Context: an optimization exercise on an open-source flow, tuned for small area, a short achievable clock period and few clock cycles per item. The choices shown serve that exercise and are no tape-out recipe. The RTL was checked by simulation tests, not by an equivalence proof against the original design. Power is estimated from default activity; no workload was simulated.

## flow/design.v

```verilog
package mpjs_pkg;
  localparam int unsigned MaxJobsDef = 16;
  localparam int unsigned EntryW = 8 + 32 + 16 + 16 + 8 + 32 + 1;
  localparam logic [2:0] ModeFcfs = 3'd0;
  localparam logic [2:0] ModeNeed = 3'd1;
  localparam logic [2:0] ModeRem  = 3'd2;
  localparam logic [2:0] ModePrio = 3'd3;
  localparam logic [2:0] ModeRr   = 3'd4;
  localparam logic RegMode  = 1'b0;
  localparam logic RegSlice = 1'b1;
  localparam logic CmdAdd  = 1'b0;
  localparam logic CmdTick = 1'b1;
  localparam logic [2:0] StAdded = 3'd0;
  localparam logic [2:0] StFull  = 3'd1;
  localparam logic [2:0] StIdle  = 3'd2;
  localparam logic [2:0] StRan   = 3'd3;
  localparam logic [2:0] StDone  = 3'd4;
  typedef struct packed {
    logic [7:0]  tag;
    logic [31:0] arrival;
    logic [15:0] need;
    logic [15:0] remain;
    logic [7:0]  prio;
    logic [31:0] start;
    logic        started;
  } entry_t;
  typedef enum logic [2:0] {
    S_IDLE, S_SCAN, S_RUN, S_SHIFT, S_PUT, S_OUT
  } state_e;
endpackage
module mpjs_ram #(
  parameter int unsigned Width = 8,
  parameter int unsigned Depth = 16
) (
  input  logic                     clk_i,
  input  logic                     we_i,
  input  logic [$clog2(Depth)-1:0] waddr_i,
  input  logic [Width-1:0]         wdata_i,
  input  logic [$clog2(Depth)-1:0] raddr_i,
  output logic [Width-1:0]         rdata_o
);
  logic [Width-1:0] mem_q [Depth];
  always_ff @(posedge clk_i) begin
    if (we_i) begin
      mem_q[waddr_i] <= wdata_i;
    end
    rdata_o <= mem_q[raddr_i];
  end
endmodule
import mpjs_pkg::*;
module multi_policy_job_scheduler_core #(
  parameter int unsigned MaxJobs = mpjs_pkg::MaxJobsDef
) (
  input  logic         clk_i,
  input  logic         rst_ni,
  input  logic         cfg_we_i,
  input  logic         cfg_index_i,
  input  logic [7:0]   cfg_data_i,
  input  logic         s_axis_tvalid,
  output logic         s_axis_tready,
  input  logic         s_axis_tuser,
  input  logic [31:0]  s_axis_tdata,
  output logic         m_axis_tvalid,
  input  logic         m_axis_tready,
  output logic [2:0]   m_axis_tuser,
  output logic [167:0] m_axis_tdata
);
  localparam int N = 16;
  function automatic logic le16(input logic [15:0] a, input logic [15:0] b);
    logic lt, eq;
    lt = 1'b0; eq = 1'b1;
    for (int k = 15; k >= 0; k--) begin
      lt = lt | (eq & ~a[k] & b[k]);
      eq = eq & ~(a[k] ^ b[k]);
    end
    le16 = lt | eq;
  endfunction
  logic [N-1:0] v_q, sd_q;
  logic [3:0]   rank_q  [N];
  logic [N-1:0] bm_q    [N];    
  logic [7:0]   tag_q   [N];
  logic [31:0]  arr_q   [N];
  logic [15:0]  need_q  [N];
  logic [15:0]  rem_q   [N];
  logic [7:0]   prio_q  [N];
  logic [31:0]  st_q    [N];
  logic [4:0]   len_q, ads_q;
  logic [2:0]   mode_q;
  logic [7:0]   slice_q, used_q;
  logic         rb_q;                    
  logic [3:0]   rbq_q;                   
  logic         rbp_q;                   
  logic [15:0]  rbk_q;                   
  logic         out_v_q, o_tk_q;
  logic [2:0]   o_st_q;
  logic [7:0]   o_tag_q;
  logic [31:0]  o_tick_q, o_first_q, o_arr_q;
  logic [15:0]  o_need_q;
  logic [31:0] t_cur;
  assign t_cur = o_tick_q + {31'd0, o_tk_q};
  assign s_axis_tready = !rb_q && (!out_v_q || m_axis_tready);
  assign m_axis_tvalid = out_v_q;
  logic acc, is_tick, full, empty, sorted;
  assign acc     = s_axis_tvalid && s_axis_tready;
  assign is_tick = s_axis_tuser;
  assign full    = len_q[4];
  assign empty   = (len_q == 5'd0);
  assign sorted  = (mode_q == ModeNeed) || (mode_q == ModeRem) || (mode_q == ModePrio);
  logic [15:0] key [N];
  always_comb begin
    for (int i = 0; i < N; i++) begin
      case (mode_q)
        ModeNeed: key[i] = need_q[i];
        ModeRem:  key[i] = rem_q[i];
        default:  key[i] = {8'd0, prio_q[i]};
      endcase
    end
  end
  logic [N-1:0] w_oh;
  always_comb begin
    for (int i = 0; i < N; i++) begin
      logic win;
      win = 1'b1;
      for (int j = 0; j < N; j++) begin
        if (j < i) win = win & (!v_q[j] || !bm_q[j][i]);
        if (j > i) win = win & (!v_q[j] || bm_q[i][j]);
      end
      w_oh[i] = v_q[i] && (sorted ? win : (rank_q[i] == 4'd0));
    end
  end
  logic [7:0]  w_tag;
  logic [31:0] w_arr, w_st;
  logic [15:0] w_need, w_rem;
  logic [3:0]  w_rank;
  logic        w_sd;
  always_comb begin
    w_tag = '0; w_arr = '0; w_st = '0; w_need = '0; w_rem = '0;
    w_rank = '0; w_sd = 1'b0;
    for (int i = 0; i < N; i++) begin
      if (w_oh[i]) begin
        w_tag  = w_tag  | tag_q[i];
        w_arr  = w_arr  | arr_q[i];
        w_st   = w_st   | st_q[i];
        w_need = w_need | need_q[i];
        w_rem  = w_rem  | rem_q[i];
        w_rank = w_rank | rank_q[i];
        w_sd   = w_sd   | sd_q[i];
      end
    end
  end
  logic [N-1:0] f_oh;
  always_comb begin
    f_oh = '0;
    for (int i = N - 1; i >= 0; i--) begin
      if (!v_q[i]) f_oh = N'(1) << i;
    end
  end
  logic [7:0] eff_slice;
  assign eff_slice = (slice_q == 8'd0) ? 8'd1 : slice_q;
  logic done, slice_end, rq_move;
  logic [3:0] lm1, amin, dst;
  assign done = (w_rem[15:1] == 15'd0);
  assign slice_end = (mode_q == ModeRr) && (used_q + 8'd1 >= eff_slice);
  assign lm1 = 4'(len_q - 5'd1);
  assign amin = (ads_q > {1'b0, lm1}) ? lm1 : ads_q[3:0];
  assign dst = lm1 - amin;
  assign rq_move = slice_end && !done && (len_q >= 5'd2) && (dst != 4'd0);
  logic do_add, do_tick, do_idle;
  assign do_add  = acc && !is_tick && !full;
  assign do_tick = acc && is_tick && !empty;
  assign do_idle = acc && is_tick && empty;
  logic [N-1:0] rb_oh, rbn_oh, ins_oh, ins_mask, beats;
  logic [15:0]  key_rbn, key_x;
  always_comb begin
    key_rbn = '0;
    for (int i = 0; i < N; i++) begin
      rb_oh[i]  = v_q[i] && (rank_q[i] == rbq_q);
      rbn_oh[i] = v_q[i] && (rank_q[i] == (rbp_q ? rbq_q : rbq_q + 4'd1));
      if (rbn_oh[i]) key_rbn = key_rbn | key[i];
    end
    if (rb_q) key_x = rbk_q;
    else if (mode_q == ModePrio) key_x = {8'd0, s_axis_tdata[31:24]};
    else key_x = s_axis_tdata[23:8];
    ins_oh = rb_q ? rb_oh : f_oh;
    for (int i = 0; i < N; i++) begin
      ins_mask[i] = v_q[i] && (!rb_q || rank_q[i] < rbq_q);
      beats[i] = ins_mask[i] && le16(key[i], key_x);
    end
  end
  logic do_ins;
  assign do_ins = rb_q ? !rbp_q : (do_add && sorted);
  always_ff @(posedge clk_i or negedge rst_ni) begin
    if (!rst_ni) begin
      v_q <= '0;
      len_q <= '0;
      ads_q <= '0;
      used_q <= '0;
      mode_q <= ModeFcfs;
      slice_q <= 8'd4;
      rb_q <= 1'b0;
      rbq_q <= '0;
      rbp_q <= 1'b0;
      out_v_q <= 1'b0;
      o_tk_q <= 1'b0;
      o_tick_q <= '0;
    end else begin
      if (rb_q) begin
        rbp_q <= 1'b0;
        if (!rbp_q) rbq_q <= rbq_q + 4'd1;
        if (empty || (!rbp_q && {1'b0, rbq_q} == len_q - 5'd1)) rb_q <= 1'b0;
      end
      if (cfg_we_i) begin
        case (cfg_index_i)
          RegMode: begin
            mode_q <= cfg_data_i[2:0];
            rb_q <= (cfg_data_i[2:0] == ModeNeed) || (cfg_data_i[2:0] == ModeRem) ||
                    (cfg_data_i[2:0] == ModePrio);
            rbq_q <= '0;
            rbp_q <= 1'b1;
          end
          RegSlice: slice_q <= cfg_data_i;
          default: ;
        endcase
      end
      if (acc) begin
        out_v_q <= 1'b1;
        o_tk_q <= is_tick;
        o_tick_q <= t_cur;
      end else if (m_axis_tready) begin
        out_v_q <= 1'b0;
      end
      if (do_add) begin
        v_q <= v_q | f_oh;
        len_q <= len_q + 5'd1;
        if (mode_q == ModeRr && used_q != 8'd0 && ads_q < 5'd16) ads_q <= ads_q + 5'd1;
      end
      if (do_idle) begin
        used_q <= '0;
        ads_q <= '0;
      end
      if (do_tick) begin
        if (done) begin
          v_q <= v_q & ~w_oh;
          len_q <= len_q - 5'd1;
          used_q <= '0;
          ads_q <= '0;
        end else if (slice_end || mode_q != ModeRr) begin
          used_q <= '0;
          ads_q <= '0;
        end else begin
          used_q <= used_q + 8'd1;
        end
      end
    end
  end
  always_ff @(posedge clk_i) begin
    for (int i = 0; i < N; i++) begin
      if (do_add && f_oh[i]) begin
        tag_q[i]  <= s_axis_tdata[7:0];
        arr_q[i]  <= t_cur;
        need_q[i] <= s_axis_tdata[23:8];
        prio_q[i] <= s_axis_tdata[31:24];
      end
      if (do_add && f_oh[i]) begin
        rem_q[i] <= s_axis_tdata[23:8];
      end else if (do_tick && w_oh[i]) begin
        rem_q[i] <= w_rem - 16'd1;
      end
      if (do_add && f_oh[i]) begin
        sd_q[i] <= 1'b0;
      end else if (do_tick && w_oh[i]) begin
        sd_q[i] <= 1'b1;
      end
      if (do_tick && w_oh[i] && !w_sd) begin
        st_q[i] <= t_cur;
      end
      if (do_add && f_oh[i]) begin
        rank_q[i] <= len_q[3:0];
      end else if (do_tick) begin
        if (done) begin
          if (rank_q[i] > w_rank) rank_q[i] <= rank_q[i] - 4'd1;
        end else if (rq_move) begin
          if (w_oh[i]) rank_q[i] <= dst;
          else if (rank_q[i] != 4'd0 && rank_q[i] <= dst) rank_q[i] <= rank_q[i] - 4'd1;
        end
      end
      for (int j = 0; j < N; j++) begin
        if (j > i && do_ins && (ins_oh[i] || ins_oh[j]))
          bm_q[i][j] <= ins_oh[j] ? beats[i] : !beats[j];
      end
    end
    if (rb_q) rbk_q <= key_rbn;
  end
  always_ff @(posedge clk_i) begin
    if (acc) begin
      o_arr_q  <= w_arr;
      o_need_q <= w_need;
      if (!is_tick) begin
        o_st_q    <= full ? StFull : StAdded;
        o_tag_q   <= s_axis_tdata[7:0];
        o_first_q <= '0;
      end else if (empty) begin
        o_st_q    <= StIdle;
        o_tag_q   <= '0;
        o_first_q <= '0;
      end else begin
        o_st_q    <= done ? StDone : StRan;
        o_tag_q   <= w_tag;
        o_first_q <= w_sd ? w_st : t_cur;
      end
    end
  end
  logic o_done;
  logic [31:0] o_ta;
  assign o_done = (o_st_q == StDone);
  assign o_ta = o_tick_q + 32'd1 - o_arr_q;
  assign m_axis_tuser = o_st_q;
  assign m_axis_tdata[7:0]     = o_tag_q;
  assign m_axis_tdata[39:8]    = o_tick_q;
  assign m_axis_tdata[71:40]   = o_first_q;
  assign m_axis_tdata[103:72]  = o_done ? o_ta : 32'd0;
  assign m_axis_tdata[135:104] = o_done ? (o_ta - {16'd0, o_need_q}) : 32'd0;
  assign m_axis_tdata[167:136] = o_done ? (o_first_q - o_arr_q) : 32'd0;
endmodule
```

## flow/run.sh

```bash
#!/bin/bash
# synth_recipe.tcl (not shown) runs the flow's synth.tcl, then flattens the netlist and writes it again
# the make line also repeats each setting of config.mk as NAME=value (left out here)
make -C /OpenROAD-flow-scripts/flow DESIGN_CONFIG=/design/flow/config.mk WORK_HOME=/design/flow/orfs CLKGATE_MAP_FILE= SYNTH_SCRIPT=/design/flow/synth_recipe.tcl finish
```

## flow/config.mk

```make
export PLATFORM = sky130hd
export DESIGN_NAME = multi_policy_job_scheduler_core
export DESIGN_NICKNAME = multi_policy_job_scheduler_core
export VERILOG_FILES = /design/flow/design.v
export SDC_FILE = /design/flow/constraint.sdc
export NUM_CORES = 4
export LEC_CHECK = 0
export CAP_MARGIN = 20
export CORE_MARGIN = 2
export CORE_UTILIZATION = 40
export SLEW_MARGIN = 20
```

## flow/constraint.sdc

```tcl
create_clock -name core_clock -period 7.0 [get_ports {clk_i}]
set_input_delay 1.4000 -clock core_clock [delete_from_list [all_inputs] [get_ports {clk_i}]]
set_output_delay 1.4000 -clock core_clock [all_outputs]
set_load 0.01 [all_outputs]
```

==> impl_metrics.toml <==
[route]
first_iter_violations = 14400
remaining_drc_errors = 0
totalWireLength_um = 490000
wire_per_inst_um = 38.1
vias = 86700
via_per_inst = 6.75
dr.pass1.iters = 12
ant_nets = 0

[floorplan]
fp-row-count = 189
core_mm2 = 0.265
ios = 220
dieArea_mm2 = 0.271
start_util_pct = 40.2
die_height_um = 520
die_w_um = 520

[layout]
drive_gt1_share_pct = 12.9
nets = 9527
finalInstanceArea_mm2 = 0.125
area_growth_pct = 16.9
final_cell_mix = "edfxtp_1, nand2_1, a21oi_1"
multi_input_area_mm2 = 0.0393
final_util_pct = 47.0
stdcell_count = 12900
regArea_mm2 = 0.0650
fillers = 23500
final_common_cell = "edfxtp_1"

[placement]
gp_congestion = 1.02
place_area_mm2 = 0.116
place_ws_ns = -0.360
portBuffers = 219
dp.cells = 12400
dp_hpwl_um = 318000

[clock_network]
cts_made_buffers = 237
cts_tree = "built"
htree_levels = 4
clkTransAtPathRegs_ns = 0.06
cts.sinks = 2184
worstSkewPairLatency_ns = 0.98
clock_path_buffers = 4
hold_buffers = 0
cts_root_buf = "clkbuf_16"

[timing]
post-route-period-util_pct = 104
fin_crit_ns = 7.31
slew_viol_final = 0
finClkSkew_ns = 0.104
setup_violations = 5
relSlewSlack_pct = 16.8
max_freq_mhz = 137
tns_ns = -1.40
final-hold-violation-count = 0
setup_ws_ns = -0.310
rsz0062_at_grt = "true"
tightest_slew_ns = 1.24

[synthesis]
ys_seq_area_share_pct = 61.0
synth_cell_types = 99
synth_edf_count = 2083
yosys_warnings = 10
synth_nets = 9120
syn_area_mm2 = 0.107
synth_ff_type = "edfxtp_1"
avgSynthCellArea_um2 = 12.3
synthArstFlopShare_pct = 3.89
ys_seq_elements = 2184
synthCells = 8696

[setup_path]
criticalPathCategory = "flip-flop to primary output"
startpoint_type = "flip-flop"
slowest_stage = "edfxtp_1"
cp_slowest_stage_delay_ns = 0.43
crit_buf_inv = 5
cp_top_family = "compound AO/OA/AOI/OAI gates"
endpoint_kind = "primary output"
cp_data_arrival_time_ns = 5.91
critPathMaxFanout = 5
cp_common_cell = "a21oi_2"
crit_required_ns = 5.60

[global_route]
antenna_found_initial = 33
grt_max_degree = 120
grt_overflow_total = 0
grt_pass1_vias = 81500
grt_pass1_wl_um = 666000
track_usage_pct = 35.0

[flow_run]
drv_cap = 0

[outcome]
status = "complete, but fails checks"
so_faults = "setup timing"

[power_and_ir_drop]
ir_worst_vdd_v = 0.000578
p_per_area_mw_per_mm2 = 330
p_leak_uw = 0.0422

[worst_hold_path]
hp-class = "flip-flop to flip-flop"
-- flip-flops by register name (all words and copies together) (netlist names), 64 cells and up --
signal	flops
st_q	512
need_q	256
arr_q	512
tag_q	128
bm_q	120
rank_q	64
prio_q	128
rem_q	256
-- synthesized netlist by cell type, types with 52 or more instances --
cell type / number / area, µm²
o21ai_0: 476 / 2380
nand3_1: 174 / 871
nor3_1: 93 / 465
ha_1: 373 / 4670
nand2b_1: 94 / 588
edfxtp_1: 2083 / 62500
a22oi_1: 336 / 2520
o221ai_1: 68 / 596
o22ai_1: 187 / 1170
buf_1: 97 / 364
and2_1: 54 / 338
a221oi_1: 352 / 3080
a22o_1: 455 / 3990
dfrtp_1: 84 / 2100
buf_2: 111 / 556
a21oi_1: 555 / 2780
nor2b_1: 75 / 469
xor2_1: 119 / 1040
nor2_1: 537 / 2020
a211oi_1: 52 / 390
inv_1: 191 / 717
xnor2_1: 206 / 1800
clkbuf_1: 395 / 1480
nand4_1: 128 / 801
nand2_1: 648 / 2430
-- worst register-to-register path, cell delays in order (launching register included) --
cell	delay, ns
dfrtp_2	0.59
buf_4	0.32
a222oi_1	0.44
o2111ai_1	0.24
o31ai_1	0.69
and2_4	0.50
buf_4	0.51
buf_4	0.60
a22o_1	0.25
a221oi_1	0.05
nand4_1	0.19
and4b_1	0.31
nand3_4	0.19
buf_12	0.36
nor2_1	0.17
a21oi_1	0.16
o21ai_0	0.12
buf_4	0.25
-- routing by layer --
layer	global-route usage, %	vias to the layer above	part of all wire [%]
li1	-	35100	-
met1	46.3	43600	38
met2	51.7	6472	43
met3	8.79	1459	12
met4	21.2	22	7.3
met5	0	-	0.032
-- power by group --
| group | leakage [µW] | internal (µW) | switching (µW) |
|---|---|---|---|
| logic | 0.0190 | 4350 | 8660 |
| registers | 0.0194 | 15000 | 242 |
| clock network | 0.00379 | 7450 | 5410 |
| total | 0.0422 | 26800 | 14300 |
-- final timing paths --
check | from | to | slack [ns] | cells after the start
max in group asynchronous | rst_ni | o_tk_q | 5.09 | 2
min in group asynchronous | rst_ni | v_q[12] | 0.54 | 1
hold / removal | sd_q[12] | sd_q[12] | 0.47 | 2
setup / recovery | o_arr_q[1] | m_axis_tdata[128] | -0.31 | 26
setup reg to reg | v_q[5] | rank_q[4][2] | 0.82 | 17
hold reg to reg | sd_q[12] | sd_q[12] | 0.47 | 2
-- cell type report --
class	count	share of cell area, %
clock inverter	137	1.21
multi-input combinational	5686	31.5
clock buffer	296	5.05
tap	3533	3.55
inverter	205	0.654
sequential	2184	52.2
timing repair buffer	789	5.79
antenna	20	0.0402
-- through the flow --
stage / hold WS (ns) / total power, µW
after global placement: 0.448 / 27600
after CTS: 0.476 / 40600
after detailed placement: 0.460 / 27900
after floorplan: 0.437 / 22400
final: 0.474 / 41100
after global routing: 0.499 / 42300
-- kinds of logic (layout without fill, tap and decap cells) --
family	count (synthesis)	in the layout	synth area share, %
AND/OR/NAND/NOR	1987	1987	8.74
adder cells (fa/ha/maj)	417	417	4.83
flip-flops	2184	2184	61.0
XOR/XNOR	325	325	2.67
AO/OA/AOI/OAI	2915	2915	19.2
buffers and inverters	826	1427	3.11
other	0	20	0
multiplexers	42	42	0.437
-- timing repair --
action	in CTS	in global routing
pin swaps	31	31
resized for setup	79	52
setup endpoints to repair	17	22
buffers inserted	8	5
Testbench counts, summed over its fixed seeds: cycles 6,426, beats 6,000.

[re-timing with driven ports]
The results above use ideal ports. As a check the final layout listed here was re-extracted and re-timed, cells and wires unchanged. Step 1, drivers: a clkbuf_16 drives clk_i and a buf_2 each remaining input, both assumed. Step 2 moves the port delays by t, midway between the first and last clock arrival at a register: inputs arrive t later, outputs are due t later. That takes back most of the time a late clock gives input paths. Slacks: no drivers / after step 1 / after step 2; pairs: no drivers / after step 1.
t, ns: 1.015
slack for setup (ns): -0.310 / -0.403 / 0.544
hold WS [ns]: 0.474 / 0.474 / 0.474
clock arrival spread, ns: 0.110 / 0.111
pins driven straight from the clock port: 1
The setup slack of this run moves by -0.093 ns with the drivers and by +0.854 ns with both steps.
